Background: an optimization exercise with open tools, aiming at small area and a short achievable clock period. Do not read the settings as production practice.

wip/juniper:
Settings: LEC_CHECK=0, ABC_CLOCK_PERIOD_IN_PS=1500, CAP_MARGIN=20, CORE_MARGIN=2, CORE_UTILIZATION=40, SLEW_MARGIN=20; clock period 18.0 ns.
standard.sh (not shown) runs the stock make flow with config.mk's settings and CLKGATE_MAP_FILE= SYNTH_SCRIPT=/design/flow/synth_recipe.tcl, a recipe that flattens the netlist after the stock synthesis.
==> flow/flow/run.sh <==
#!/bin/bash
# The standard layout, with the smallest buffer on every port instead of the
# one buffer_ports picks on its own, a clock tree of smaller buffers without
# dummy loads, and timing repair that aims well below the clock period.
set -euo pipefail
export BUFFER_PORTS_ARGS="-buffer_cell sky130_fd_sc_hd__buf_1"
export CTS_ARGS="-sink_clustering_enable -repair_clock_nets -dont_use_dummy_load -buf_list {sky130_fd_sc_hd__clkbuf_4 sky130_fd_sc_hd__clkbuf_8}"
export SETUP_SLACK_MARGIN=13.2
bash standard.sh > standard.log 2>&1
Changes in wip/quartz relative to wip/juniper:
--- a/flow/design.v
+++ b/flow/design.v
@@ -4,5 +4,5 @@
 	localparam int LANES   = 4;   
 	localparam int LATENCY = 3;   
-	localparam int BLK     = 4;   
+	localparam int BLK     = 2;   
 	localparam int NBLK    = WIDTH / BLK;
 	typedef enum logic [2:0] {
Results
wip/quartz finished end to end and its layout was clean on timing, DRC and antenna. Sort wip/quartz and wip/juniper by routed wire length, descending, and wip/quartz comes first. Between wip/juniper and wip/quartz, count of distinct cell types in the synthesized netlist increased. ~same clock network latency to the later pin of the worst-skew pair in wip/quartz and wip/juniper. Minimum period implied by the final worst setup slack, wip/quartz and wip/juniper: higher on wip/juniper. Final cell count delta for wip/quartz relative to wip/juniper: about 6% higher. Top fanout value on the critical path (higher): wip/quartz.
Function was not checked in any run of this note: the RTL went through the layout flow alone.

== alpha ==
The RTL this note starts from:
==> flow/design.v <==
`default_nettype none
package alu_pkg;
	localparam int WIDTH   = 32;  
	localparam int LANES   = 4;   
	localparam int LATENCY = 3;   
	localparam int BLK     = 2;   
	localparam int NBLK    = WIDTH / BLK;
	typedef enum logic [2:0] {
		ADD = 3'd0,  
		SUB = 3'd1,  
		SEQ = 3'd2,  
		SNE = 3'd3,  
		SLT = 3'd4,  
		SGT = 3'd5,  
		SLE = 3'd6,  
		SGE = 3'd7   
	} alu_op_e;
endpackage
`default_nettype wire
`timescale 1ns/1ps
`default_nettype none
module op_dispatch (
	input  logic                                     clk,
	input  logic                                     arst_n,
	input  logic                                     in_valid,
	input  logic [2:0]                               op,
	input  logic [alu_pkg::LANES*alu_pkg::WIDTH-1:0] a_bus,
	input  logic [alu_pkg::LANES*alu_pkg::WIDTH-1:0] b_bus,
	output logic                                     req_valid,
	output logic [2:0]                               req_op,
	output logic                                     req_sub,   
	output logic [alu_pkg::LANES*alu_pkg::WIDTH-1:0] req_sum,   
	output logic [alu_pkg::LANES*alu_pkg::NBLK-1:0]  req_gen    
);
	localparam int WIDTH = alu_pkg::WIDTH;
	localparam int LANES = alu_pkg::LANES;
	localparam int BLK   = alu_pkg::BLK;
	localparam int NBLK  = alu_pkg::NBLK;
	logic                   sub;
	logic [LANES*WIDTH-1:0] b_eff;
	logic [LANES*WIDTH-1:0] sum_d;
	logic [LANES*NBLK-1:0]  gen_d;
	assign sub   = (op != alu_pkg::ADD);  
	assign b_eff = b_bus ^ {(LANES*WIDTH){sub}};
	genvar j;
	generate
		for (j = 0; j < LANES*NBLK; j++)
		begin : g_blk
			assign {gen_d[j], sum_d[j*BLK +: BLK]} =
				{1'b0, a_bus[j*BLK +: BLK]} + {1'b0, b_eff[j*BLK +: BLK]};
		end
	endgenerate
	always_ff @(posedge clk or negedge arst_n)
	begin
		if (!arst_n)
			req_valid <= 1'b0;
		else
			req_valid <= in_valid;
	end
	always_ff @(posedge clk)
	begin
		req_op  <= op;
		req_sub <= sub;
		req_sum <= sum_d;
		req_gen <= gen_d;
	end
endmodule
`default_nettype wire
`timescale 1ns/1ps
`default_nettype none
module alu_lane (
	input  logic                      clk,
	input  logic [2:0]                req_op,
	input  logic                      req_sub,   
	input  logic [alu_pkg::WIDTH-1:0] req_sum,   
	input  logic [alu_pkg::NBLK-1:0]  req_gen,   
	output logic [alu_pkg::WIDTH-1:0] result,
	output logic                      cout,
	output logic                      zero
);
	localparam int WIDTH = alu_pkg::WIDTH;
	localparam int BLK   = alu_pkg::BLK;
	localparam int NBLK  = alu_pkg::NBLK;
	localparam int LVLS  = $clog2(NBLK);
	logic             use_set;
	logic [NBLK-1:0]  prop;       
	logic [NBLK:0]    carry;      
	logic [WIDTH-1:0] sum;
	logic             sum_zero;
	logic             set_bit;
	logic [WIDTH-1:0] lane_res;
	assign use_set = req_op[2] | req_op[1];
	logic [NBLK-1:0] gg [LVLS+1];
	logic [NBLK-1:0] pp [LVLS+1];
	genvar j, l;
	generate
		for (j = 0; j < NBLK; j++)
		begin : g_blk
			assign prop[j] = &req_sum[j*BLK +: BLK];
			if (j == 0)
			begin : g_first
				assign gg[0][j] = req_gen[j] | (prop[j] & req_sub);
				assign pp[0][j] = 1'b0;
			end
			else
			begin : g_rest
				assign gg[0][j] = req_gen[j];
				assign pp[0][j] = prop[j];
			end
		end
		for (l = 0; l < LVLS; l++)
		begin : g_lvl
			for (j = 0; j < NBLK; j++)
			begin : g_node
				if (j >= (1 << l))
				begin : g_comb
					assign gg[l+1][j] = gg[l][j] | (pp[l][j] & gg[l][j-(1<<l)]);
					assign pp[l+1][j] = pp[l][j] & pp[l][j-(1<<l)];
				end
				else
				begin : g_pass
					assign gg[l+1][j] = gg[l][j];
					assign pp[l+1][j] = pp[l][j];
				end
			end
		end
	endgenerate
	assign carry[0] = req_sub;  
	assign carry[NBLK:1] = gg[LVLS];
	generate
		for (j = 0; j < NBLK; j++)
		begin : g_sum
			assign sum[j*BLK +: BLK] = req_sum[j*BLK +: BLK] + {{(BLK-1){1'b0}}, carry[j]};
		end
	endgenerate
	assign sum_zero = (sum == '0);
	always_comb
	begin
		case (req_op)
			alu_pkg::SEQ: set_bit = sum_zero;
			alu_pkg::SNE: set_bit = ~sum_zero;
			alu_pkg::SLT: set_bit = ~carry[NBLK];
			alu_pkg::SGT: set_bit = carry[NBLK] & ~sum_zero;
			alu_pkg::SLE: set_bit = ~carry[NBLK] | sum_zero;
			default:      set_bit = carry[NBLK];  
		endcase
		lane_res = use_set ? {{(WIDTH-1){1'b0}}, set_bit} : sum;
	end
	always_ff @(posedge clk)
	begin
		result <= lane_res;
		cout   <= carry[NBLK];  
		zero   <= use_set ? ~set_bit : sum_zero;
	end
endmodule
`default_nettype wire
`timescale 1ns/1ps
`default_nettype none
module result_collect (
	input  logic                                     clk,
	input  logic                                     arst_n,
	input  logic                                     req_valid,
	input  logic [alu_pkg::LANES*alu_pkg::WIDTH-1:0] res_result,
	input  logic [alu_pkg::LANES-1:0]                res_cout,
	input  logic [alu_pkg::LANES-1:0]                res_zero,
	output logic                                     out_valid,
	output logic [alu_pkg::LANES*alu_pkg::WIDTH-1:0] result_bus,
	output logic [alu_pkg::LANES-1:0]                carry_bus,
	output logic [alu_pkg::LANES-1:0]                zero_bus
);
	logic res_valid;
	always_ff @(posedge clk or negedge arst_n)
	begin
		if (!arst_n)
		begin
			res_valid <= 1'b0;
			out_valid <= 1'b0;
		end
		else
		begin
			res_valid <= req_valid;
			out_valid <= res_valid;
		end
	end
	always_ff @(posedge clk)
	begin
		result_bus <= res_result;
		carry_bus  <= res_cout;
		zero_bus   <= res_zero;
	end
endmodule
`default_nettype wire
`timescale 1ns/1ps
`default_nettype none
module alu_array_top (
	input  logic         clk,
	input  logic         arst_n,
	input  logic         in_valid,
	input  logic [2:0]   op,          
	input  logic [127:0] a_bus,       
	input  logic [127:0] b_bus,
	output logic         out_valid,
	output logic [127:0] result_bus,
	output logic [3:0]   carry_bus,
	output logic [3:0]   zero_bus
);
	localparam int WIDTH = alu_pkg::WIDTH;
	localparam int LANES = alu_pkg::LANES;
	localparam int NBLK  = alu_pkg::NBLK;
	logic                   req_valid;
	logic [2:0]             req_op;
	logic                   req_sub;
	logic [LANES*WIDTH-1:0] req_sum;
	logic [LANES*NBLK-1:0]  req_gen;
	logic [LANES*WIDTH-1:0] res_result;
	logic [LANES-1:0]       res_cout;
	logic [LANES-1:0]       res_zero;
	op_dispatch u_dispatch (
		.clk       (clk),
		.arst_n    (arst_n),
		.in_valid  (in_valid),
		.op        (op),
		.a_bus     (a_bus),
		.b_bus     (b_bus),
		.req_valid (req_valid),
		.req_op    (req_op),
		.req_sub   (req_sub),
		.req_sum   (req_sum),
		.req_gen   (req_gen)
	);
	genvar i;
	generate
		for (i = 0; i < LANES; i++)
		begin : g_lane
			alu_lane u_lane (
				.clk     (clk),
				.req_op  (req_op),
				.req_sub (req_sub),
				.req_sum (req_sum[i*WIDTH +: WIDTH]),
				.req_gen (req_gen[i*NBLK +: NBLK]),
				.result  (res_result[i*WIDTH +: WIDTH]),
				.cout    (res_cout[i]),
				.zero    (res_zero[i])
			);
		end
	endgenerate
	result_collect u_collect (
		.clk        (clk),
		.arst_n     (arst_n),
		.req_valid  (req_valid),
		.res_result (res_result),
		.res_cout   (res_cout),
		.res_zero   (res_zero),
		.out_valid  (out_valid),
		.result_bus (result_bus),
		.carry_bus  (carry_bus),
		.zero_bus   (zero_bus)
	);
endmodule
`default_nettype wire
==> flow/config.mk <==
export PLATFORM = sky130hd
export DESIGN_NAME = alu_array_top
export DESIGN_NICKNAME = alu_array_top
export VERILOG_FILES = /design/flow/design.v
export SDC_FILE = /design/flow/constraint.sdc
export NUM_CORES = 4
export LEC_CHECK = 0
export CAP_MARGIN = 20
export CORE_MARGIN = 2
export CORE_UTILIZATION = 40
export SLEW_MARGIN = 20
==> flow/constraint.sdc <==
create_clock -name core_clock -period 18.0 [get_ports {clk}]
set_input_delay 3.6000 -clock core_clock [delete_from_list [all_inputs] [get_ports {clk}]]
set_output_delay 3.6000 -clock core_clock [all_outputs]
set_load 0.01 [all_outputs]
Scripts as last shown in full above: flow/flow/run.sh
alpha reached the final stage; the timing, DRC and antenna checks on its layout passed.
For beta, these inputs were changed with respect to alpha:
-- flow/design.v --
<<< alpha, line 4
	localparam int LANES   = 4;   
	localparam int LATENCY = 3;   
	localparam int BLK     = 2;   
	localparam int NBLK    = WIDTH / BLK;
	typedef enum logic [2:0] {
>>> beta, line 4
	localparam int LANES   = 4;   
	localparam int LATENCY = 3;   
	localparam int BLK     = 4;   
	localparam int NBLK    = WIDTH / BLK;
	typedef enum logic [2:0] {
==> results.txt <==
[beta vs alpha] met2 capacity usage during global routing: higher in beta. beta ended up with a higher share of final-layout standard cells stronger than drive strength 1 than alpha did. Re final clock period utilization by the worst path: beta is 0.26 points up on alpha. Comparing half-perimeter wire length after placement for alpha and beta, the smaller number came from beta. op[1] as the first element of the critical path was reported by alpha, and op[0] by beta. Going from alpha to beta, number of cells after detailed placement saw a decrease, number of global-route vias before repair saw a decrease.
No run of this note included a check of the RTL's function; only the layout flow was run.

-- port drivers added, routing unchanged --
How much do the figures lean on ideal ports? The routed layouts below were timed once more, with nothing changed but the port constraints.
Step 1 (the two cells are an assumption about what drives the block):
set clk [get_ports {clk}]
set_driving_cell -lib_cell sky130_fd_sc_hd__clkbuf_16 $clk
set_driving_cell -lib_cell sky130_fd_sc_hd__buf_2 [delete_from_list [all_inputs] $clk]
Step 2 times the ports against the registers' clock, not the clock port: input delays grow and output delays shrink by t, the midpoint of the rising clock arrivals with the driver on.
a / b / c = ideal / step 1 / step 2; a / b = the first two.
run | t, ns | setup slack, ns | worst register clock-pin slew, ns | worst slew at a driven data input, ns
wip/juniper | 0.623 | 13.111 / 13.119 / 12.496 | 0.06 / 0.06 | 0.10
wip/quartz | 0.639 | 13.159 / 13.171 / 12.532 | 0.06 / 0.06 | 0.07
alpha | 0.639 | 13.159 / 13.171 / 12.532 | 0.06 / 0.06 | 0.07
beta | 0.623 | 13.111 / 13.119 / 12.496 | 0.06 / 0.06 | 0.10
After both steps every run listed still meets setup and hold.
